Background: an optimization exercise with open tools, aiming at small area, a short achievable clock period and few clock cycles per item. Do not read the settings as production practice. At most, simulation tests tie the RTL to the original design; equivalence was not proved. Power figures rest on the tool's default switching activity, not on a simulated workload.

== the previous run ==
## proportional_glyph_tile_packer_core
module proportional_glyph_tile_packer_core #(
  parameter int unsigned MAX_TILES = 32
) (
  input  logic        clk,
  input  logic        rst,
  input  logic        glyph_valid,
  output logic        glyph_ready,
  input  logic        glyph_command,
  input  logic [3:0]  glyph_glyph_width,
  input  logic [2:0]  glyph_row_number,
  input  logic [31:0] glyph_upper_glyph_row,
  input  logic [31:0] glyph_lower_glyph_row,
  output logic        tile_valid,
  input  logic        tile_ready,
  output logic [4:0]  tile_tile_slot,
  output logic [2:0]  tile_out_row_number,
  output logic [31:0] tile_upper_tile_row,
  output logic [31:0] tile_lower_tile_row,
  output logic        tile_string_done
);
  localparam int unsigned SLOT_W = (MAX_TILES > 1) ? $clog2(MAX_TILES) : 1;
  localparam logic [SLOT_W-1:0] SLOT_LAST = SLOT_W'(MAX_TILES - 1);
  logic        in_valid;
  logic        in_cmd;
  logic [2:0]  in_row;
  logic [31:0] in_u, in_l;
  logic [7:0]  in_take_out, in_take_wb;
  logic        in_keep_out, in_keep_wb, in_emit, in_wr;
  logic [2:0]  in_fill_next;
  logic [2:0]        phase;      
  logic [2:0]        fill;
  logic [SLOT_W-1:0] slot;
  logic        out_valid;
  logic [4:0]  out_slot;
  logic [2:0]  out_row;
  logic [31:0] out_upper, out_lower;
  logic        out_done;
  logic [31:0] head_u, head_l, wb_u, wb_l, res_u, res_l;
  logic        emit, step, commit, last, pad;
  assign last = (in_row == LAST_ROW);
  assign pad  = (in_cmd == CMD_PAD);
  logic at_head;     
  logic rdy_free;    
  assign step        = at_head && (!out_valid || tile_ready);
  assign commit      = step && in_wr;
  assign emit        = in_emit;
  ...
Size: roughly 1300 cells after synthesis, roughly 690 flip-flops, roughly 150 I/O pins, about 20000 um2 of cells after synthesis.
make LEC_CHECK=0 ABC_CLOCK_PERIOD_IN_PS=2400 CAP_MARGIN=20 CORE_MARGIN=2 CORE_UTILIZATION=65 CTS_BUF_LIST=sky130_fd_sc_hd__clkbuf_16 CTS_CLUSTER_DIAMETER=100 CTS_CLUSTER_SIZE=25 SETUP_SLACK_MARGIN=2.5 SLEW_MARGIN=20 finish   # period 5.0 ns
run.sh (not shown) runs the stock make flow with config.mk's settings and CLKGATE_MAP_FILE= SYNTH_SCRIPT=/design/flow/synth_recipe.tcl, a recipe that flattens the netlist after the stock synthesis.
--- input diff the previous run..the current run ---
- a change of ABC_CLOCK_PERIOD_IN_PS from 2400 to 2200
- a change of SETUP_SLACK_MARGIN from 2.5 to 2.65
==> comparison <==
- Critical path depth in cells: the current run lower than the previous run
- The previous run has a lower post-route fraction of the period consumed by the critical path than the current run.
- The first-pass GRT wire length in the current run sits about 4% above the value recorded for the previous run.
- Diff the previous run -> the current run: global-route usage went up by 1.2 points, instance count after placement with tap cells included was more or less identical.
Function was not checked in any run of this note: the RTL went through the layout flow alone.

* * *

Setup of lane 5:
Another version of the RTL of proportional_glyph_tile_packer_core (not shown whole).
Size: ~1300 cells after synthesis, roughly 150 I/O pins, about 20000 um2 of cells after synthesis.
Settings: LEC_CHECK=0, ABC_CLOCK_PERIOD_IN_PS=2200, CAP_MARGIN=20, CORE_MARGIN=2, CORE_UTILIZATION=45, CTS_BUF_LIST=sky130_fd_sc_hd__clkbuf_16, CTS_CLUSTER_DIAMETER=100, CTS_CLUSTER_SIZE=25, SETUP_SLACK_MARGIN=2.8, SLEW_MARGIN=20; clock period 5.0 ns.
standard.sh (not shown) runs the stock make flow with config.mk's settings and CLKGATE_MAP_FILE= SYNTH_SCRIPT=/design/flow/synth_recipe.tcl, a recipe that flattens the netlist after the stock synthesis.
==> flow/flow/run.sh <==
#!/bin/bash
export BUFFER_PORTS_ARGS="-buffer_cell sky130_fd_sc_hd__buf_1"
bash standard.sh > standard.log 2>&1
For lane 1, these inputs were changed with respect to lane 5:
- ABC_CLOCK_PERIOD_IN_PS: 2200 -> 2400
- SETUP_SLACK_MARGIN: 2.8 -> 2.65
[summary]
- Share of the clock period used by the worst path after layout: lane 1 vs lane 5 down 0.24 points
- Number of buffers between clock root and the deepest sink of lane 1 is on par with lane 5.
- Lane 1: final layout net count is 28 lower than what lane 5 reported.
- Changes observed in lane 1 relative to lane 5: sequential portion of the cell area has increased; routed wire length grew by about 0.66%; cell area went down.
No run of this note included a check of the RTL's function; only the layout flow was run.

* * *

== run A ==
The RTL this note starts from:
==> flow/design.v <==
`default_nettype none
package pgtp_pkg;
  localparam int unsigned PIX_W  = 4;
  localparam int unsigned ROW_W  = 32;
  localparam int unsigned COLS   = 8;
  localparam int unsigned SLOT_OUT_W = 5;
  localparam logic CMD_GLYPH = 1'b0;
  localparam logic CMD_PAD   = 1'b1;
  localparam logic [2:0] LAST_ROW = 3'd7;
  typedef struct packed {
    logic        command;
    logic [3:0]  glyph_width;
    logic [2:0]  row_number;
    logic [31:0] upper_glyph_row;
    logic [31:0] lower_glyph_row;
  } glyph_item_t;
  typedef struct packed {
    logic       wr_en;
    logic       fill_en;
    logic [2:0] fill_next;
    logic       slot_inc;
    logic       slot_clr;
    logic       emit;
    logic       done;
  } store_ctl_t;
endpackage
`default_nettype wire
`default_nettype none
import pgtp_pkg::*;
module pgtp_merge_mask (
  input  logic       pad,
  input  logic [3:0] width,
  input  logic [2:0] fill,
  output logic [7:0] rmask,       
  output logic [2:0] fill_next    
);
  logic [2:0] k [COLS];
  always_comb begin
    for (int c = 0; c < COLS; c++) begin
      k[c]     = 3'(3'(c) - fill);
      rmask[c] = width[3]
               | (width[2] & !k[c][2])
               | (!(width[2] ^ k[c][2]) & ((width[1] & !k[c][1])
                                          | (!(width[1] ^ k[c][1]) & width[0] & !k[c][0])));
    end
  end
  assign fill_next = pad ? 3'd0 : width[3] ? fill : (fill + width[2:0]);
endmodule
module pgtp_merge (
  input  logic        pad,         
  input  logic        step,        
  input  logic [2:0]  fill,
  input  logic [7:0]  rmask,
  input  logic [31:0] row_upper,
  input  logic [31:0] row_lower,
  input  logic [31:0] buf_upper,
  input  logic [31:0] buf_lower,
  output logic        emit,        
  output logic [31:0] wb_upper,
  output logic [31:0] wb_lower,
  output logic [31:0] res_upper,
  output logic [31:0] res_lower
);
  logic [31:0] rot_u, rot_l;
  logic [7:0]  fill_ge, take_out, take_wb, tw;
  logic        over, keep_out, keep_wb, wr, kw;
  always_comb begin
    for (int c = 0; c < COLS; c++) fill_ge[c] = (3'(c) >= fill);
  end
  assign over     = !pad && rmask[7];
  assign keep_out = (fill != 3'd0);
  assign take_out = pad ? fill_ge : (rmask & fill_ge);
  assign take_wb  = pad ? fill_ge : (rmask & (~fill_ge | {COLS{!over}}));
  assign keep_wb  = pad || (!over && keep_out);
  assign emit     = pad ? keep_out : over;
  assign wr       = pad ? keep_out : 1'b1;
  assign rot_u = ({row_upper, row_upper} << {fill, 2'b00}) >> 32;
  assign rot_l = ({row_lower, row_lower} << {fill, 2'b00}) >> 32;
  assign kw = keep_wb || !(step && wr);
  assign tw = take_wb & {COLS{step && wr}};
  always_comb begin
    for (int c = 0; c < COLS; c++) begin
      wb_upper [PIX_W*c +: PIX_W] = (buf_upper[PIX_W*c +: PIX_W] & {PIX_W{kw}})
                                  | (rot_u[PIX_W*c +: PIX_W]     & {PIX_W{tw[c]}});
      wb_lower [PIX_W*c +: PIX_W] = (buf_lower[PIX_W*c +: PIX_W] & {PIX_W{kw}})
                                  | (rot_l[PIX_W*c +: PIX_W]     & {PIX_W{tw[c]}});
      res_upper[PIX_W*c +: PIX_W] = (buf_upper[PIX_W*c +: PIX_W] & {PIX_W{keep_out}})
                                  | (rot_u[PIX_W*c +: PIX_W]     & {PIX_W{take_out[c]}});
      res_lower[PIX_W*c +: PIX_W] = (buf_lower[PIX_W*c +: PIX_W] & {PIX_W{keep_out}})
                                  | (rot_l[PIX_W*c +: PIX_W]     & {PIX_W{take_out[c]}});
    end
  end
endmodule
`default_nettype wire
`default_nettype none
import pgtp_pkg::*;
module pgtp_row_store (
  input  logic        clk,
  input  logic [31:0] wb_upper,
  input  logic [31:0] wb_lower,
  output logic [31:0] head_upper,
  output logic [31:0] head_lower
);
  logic [31:0] ring_u [COLS];
  logic [31:0] ring_l [COLS];
  always_ff @(posedge clk) begin
    for (int k = 0; k < COLS - 1; k++) begin
      ring_u[k] <= ring_u[k+1];
      ring_l[k] <= ring_l[k+1];
    end
    ring_u[COLS-1] <= wb_upper;
    ring_l[COLS-1] <= wb_lower;
  end
  assign head_upper = ring_u[0];
  assign head_lower = ring_l[0];
endmodule
`default_nettype wire
`default_nettype none
import pgtp_pkg::*;
module proportional_glyph_tile_packer_core #(
  parameter int unsigned MAX_TILES = 32
) (
  input  logic        clk,
  input  logic        rst,
  input  logic        glyph_valid,
  output logic        glyph_ready,
  input  logic        glyph_command,
  input  logic [3:0]  glyph_glyph_width,
  input  logic [2:0]  glyph_row_number,
  input  logic [31:0] glyph_upper_glyph_row,
  input  logic [31:0] glyph_lower_glyph_row,
  output logic        tile_valid,
  input  logic        tile_ready,
  output logic [4:0]  tile_tile_slot,
  output logic [2:0]  tile_out_row_number,
  output logic [31:0] tile_upper_tile_row,
  output logic [31:0] tile_lower_tile_row,
  output logic        tile_string_done
);
  localparam int unsigned SLOT_W = (MAX_TILES > 1) ? $clog2(MAX_TILES) : 1;
  localparam logic [SLOT_W-1:0] SLOT_LAST = SLOT_W'(MAX_TILES - 1);
  logic [2:0]        phase;      
  logic [2:0]        fill;
  logic [SLOT_W-1:0] slot;
  logic        out_valid;
  logic [4:0]  out_slot;
  logic [2:0]  out_row;
  logic [31:0] out_upper, out_lower;
  logic        out_done;
  logic [31:0] head_u, head_l, wb_u, wb_l, res_u, res_l;
  logic [7:0]  rmask;
  logic [2:0]  fill_next;
  logic        emit, step, last, pad;
  assign last = (glyph_row_number == LAST_ROW);
  assign pad  = (glyph_command == CMD_PAD);
  assign glyph_ready = (glyph_row_number == phase) && (!out_valid || tile_ready);
  assign step        = glyph_valid && glyph_ready;
  pgtp_merge_mask u_mask (
    .pad       (pad),
    .width     (glyph_glyph_width),
    .fill      (fill),
    .rmask     (rmask),
    .fill_next (fill_next)
  );
  pgtp_merge u_merge (
    .pad       (pad),
    .step      (step),
    .fill      (fill),
    .rmask     (rmask),
    .row_upper (glyph_upper_glyph_row),
    .row_lower (glyph_lower_glyph_row),
    .buf_upper (head_u),
    .buf_lower (head_l),
    .emit      (emit),
    .wb_upper  (wb_u),
    .wb_lower  (wb_l),
    .res_upper (res_u),
    .res_lower (res_l)
  );
  pgtp_row_store u_store (
    .clk        (clk),
    .wb_upper   (wb_u),
    .wb_lower   (wb_l),
    .head_upper (head_u),
    .head_lower (head_l)
  );
  always_ff @(posedge clk) begin
    if (rst) begin
      phase <= 3'd0;
      fill  <= 3'd0;
      slot  <= '0;
    end else begin
      phase <= phase + 3'd1;
      if (step && last) begin
        fill <= fill_next;
        if (pad) begin
          slot <= '0;
        end else if (emit) begin
          slot <= (slot == SLOT_LAST) ? '0 : slot + 1'b1;
        end
      end
    end
  end
  always_ff @(posedge clk) begin
    if (rst) begin
      out_valid <= 1'b0;
    end else if (step && emit) begin
      out_valid <= 1'b1;
    end else if (tile_ready) begin
      out_valid <= 1'b0;
    end
  end
  always_ff @(posedge clk) begin
    if (step && emit) begin
      out_slot  <= 5'(slot);
      out_row   <= glyph_row_number;
      out_upper <= res_u;
      out_lower <= res_l;
      out_done  <= pad && last;
    end
  end
  assign tile_valid          = out_valid;
  assign tile_tile_slot      = out_slot;
  assign tile_out_row_number = out_row;
  assign tile_upper_tile_row = out_upper;
  assign tile_lower_tile_row = out_lower;
  assign tile_string_done    = out_done;
endmodule
`default_nettype wire
Settings: LEC_CHECK=0, ABC_CLOCK_PERIOD_IN_PS=2300, CAP_MARGIN=20, CORE_MARGIN=2, CORE_UTILIZATION=45, CTS_BUF_LIST=sky130_fd_sc_hd__clkbuf_16, CTS_CLUSTER_DIAMETER=100, CTS_CLUSTER_SIZE=25, SETUP_SLACK_MARGIN=2.65, SLEW_MARGIN=20; clock period 5.0 ns.
==> flow/flow/run.sh <==
#!/bin/bash
cp standard.sh standard_sh.log
export BUFFER_PORTS_ARGS="-buffer_cell sky130_fd_sc_hd__buf_1"
bash standard.sh > standard.log 2>&1
Looking at the reports, run A completed the entire flow and the layout it produced met the timing, DRC and antenna checks.
Testbench counts of run A, summed over its fixed seeds: cycles 13,096, rows 13,032.
Here is what was changed in the inputs of run B compared with run A.
- SLEW_MARGIN now 5, was 20
- ABC_CLOCK_PERIOD_IN_PS now 2500, was 2300
- CAP_MARGIN now 5, was 20
- SETUP_SLACK_MARGIN now 2.45, was 2.65
In the final design statistics, run B uses fewer standard cells in total than run A. Path type of the worst setup path: in2reg -> run A, in2out -> run B. Worst endpoint required time delta for run B relative to run A: 1.34 ns lower. Summary: with run A as the reference, wire length of the first global-routing pass in run B moved down by a few percent. Final worst setup slack: run B and run A compared, higher one is run B. Diff run B..run A | register clock-pin slew on the reported worst setup and hold paths | negligible. Higher share of total power in the clock network among run B and run A: run B. Final wirelength: run B better than run A.
Setup changes, run B to run C
- a change of CAP_MARGIN from 5 to 20
- a change of CTS_CLUSTER_DIAMETER from 100 to 110
- a change of CTS_CLUSTER_SIZE from 25 to 30
- a change of SLEW_MARGIN from 5 to 20
==> run notes <==
- Run C against run B: total wirelength of the detailed-routed design lost 1.0%, number of logic inverters in the finished layout picked up an extra 1.1%.
- Changes observed in run C relative to run B: area of all placed cells without fillers moved down, count of state elements after synthesis level, worst setup slack moved down, non-clock buffer count in the final layout moved up.
- Going from run B to run C, the part of the cycle the worst path needs was found to have gone up by 0.30 points.

[afterwards: timing with drivers on the ports]
How much do the figures lean on ideal ports? The routed layouts below were timed once more, with nothing changed but the port constraints.
Step 1: set_driving_cell puts a clkbuf_16 on clk and a buf_2 on each other input, an assumption about the parent block.
Step 2 adds t to the input delays and takes it off the output delays; t is the mean of the earliest and latest rising clock arrival at the registers after step 1. Input paths then give back, and output paths get back, about the clock's delay inside the block.
a / b / c = no drivers / after step 1 / after step 2; a / b = the first two.
run	shift t [ns]	slack for setup (ns)	hold slack, ns	slew at the worst register clock pin (ns)
the previous run	0.633	2.308 / 2.321 / 1.687	0.324 / 0.324 / 0.324	0.10 / 0.10
the current run	0.637	2.240 / 2.241 / 1.603	0.328 / 0.328 / 0.328	0.10 / 0.10
lane 5	0.664	2.368 / 2.378 / 1.737	0.321 / 0.321 / 0.321	0.10 / 0.10
lane 1	0.667	2.380 / 2.384 / 1.729	0.324 / 0.324 / 0.324	0.11 / 0.11
run A	0.627	2.316 / 2.308 / 1.702	0.318 / 0.318 / 0.318	0.11 / 0.11
run B	0.626	2.401 / 2.359 / 1.925	0.323 / 0.323 / 0.323	0.11 / 0.11
run C	0.615	2.386 / 2.344 / 1.901	0.318 / 0.318 / 0.318	0.12 / 0.12
After both steps setup and hold are still met in every run listed. For lane 1, which loses most, drivers alone change the setup slack by +0.004 ns; drivers and shift together by -0.651 ns.
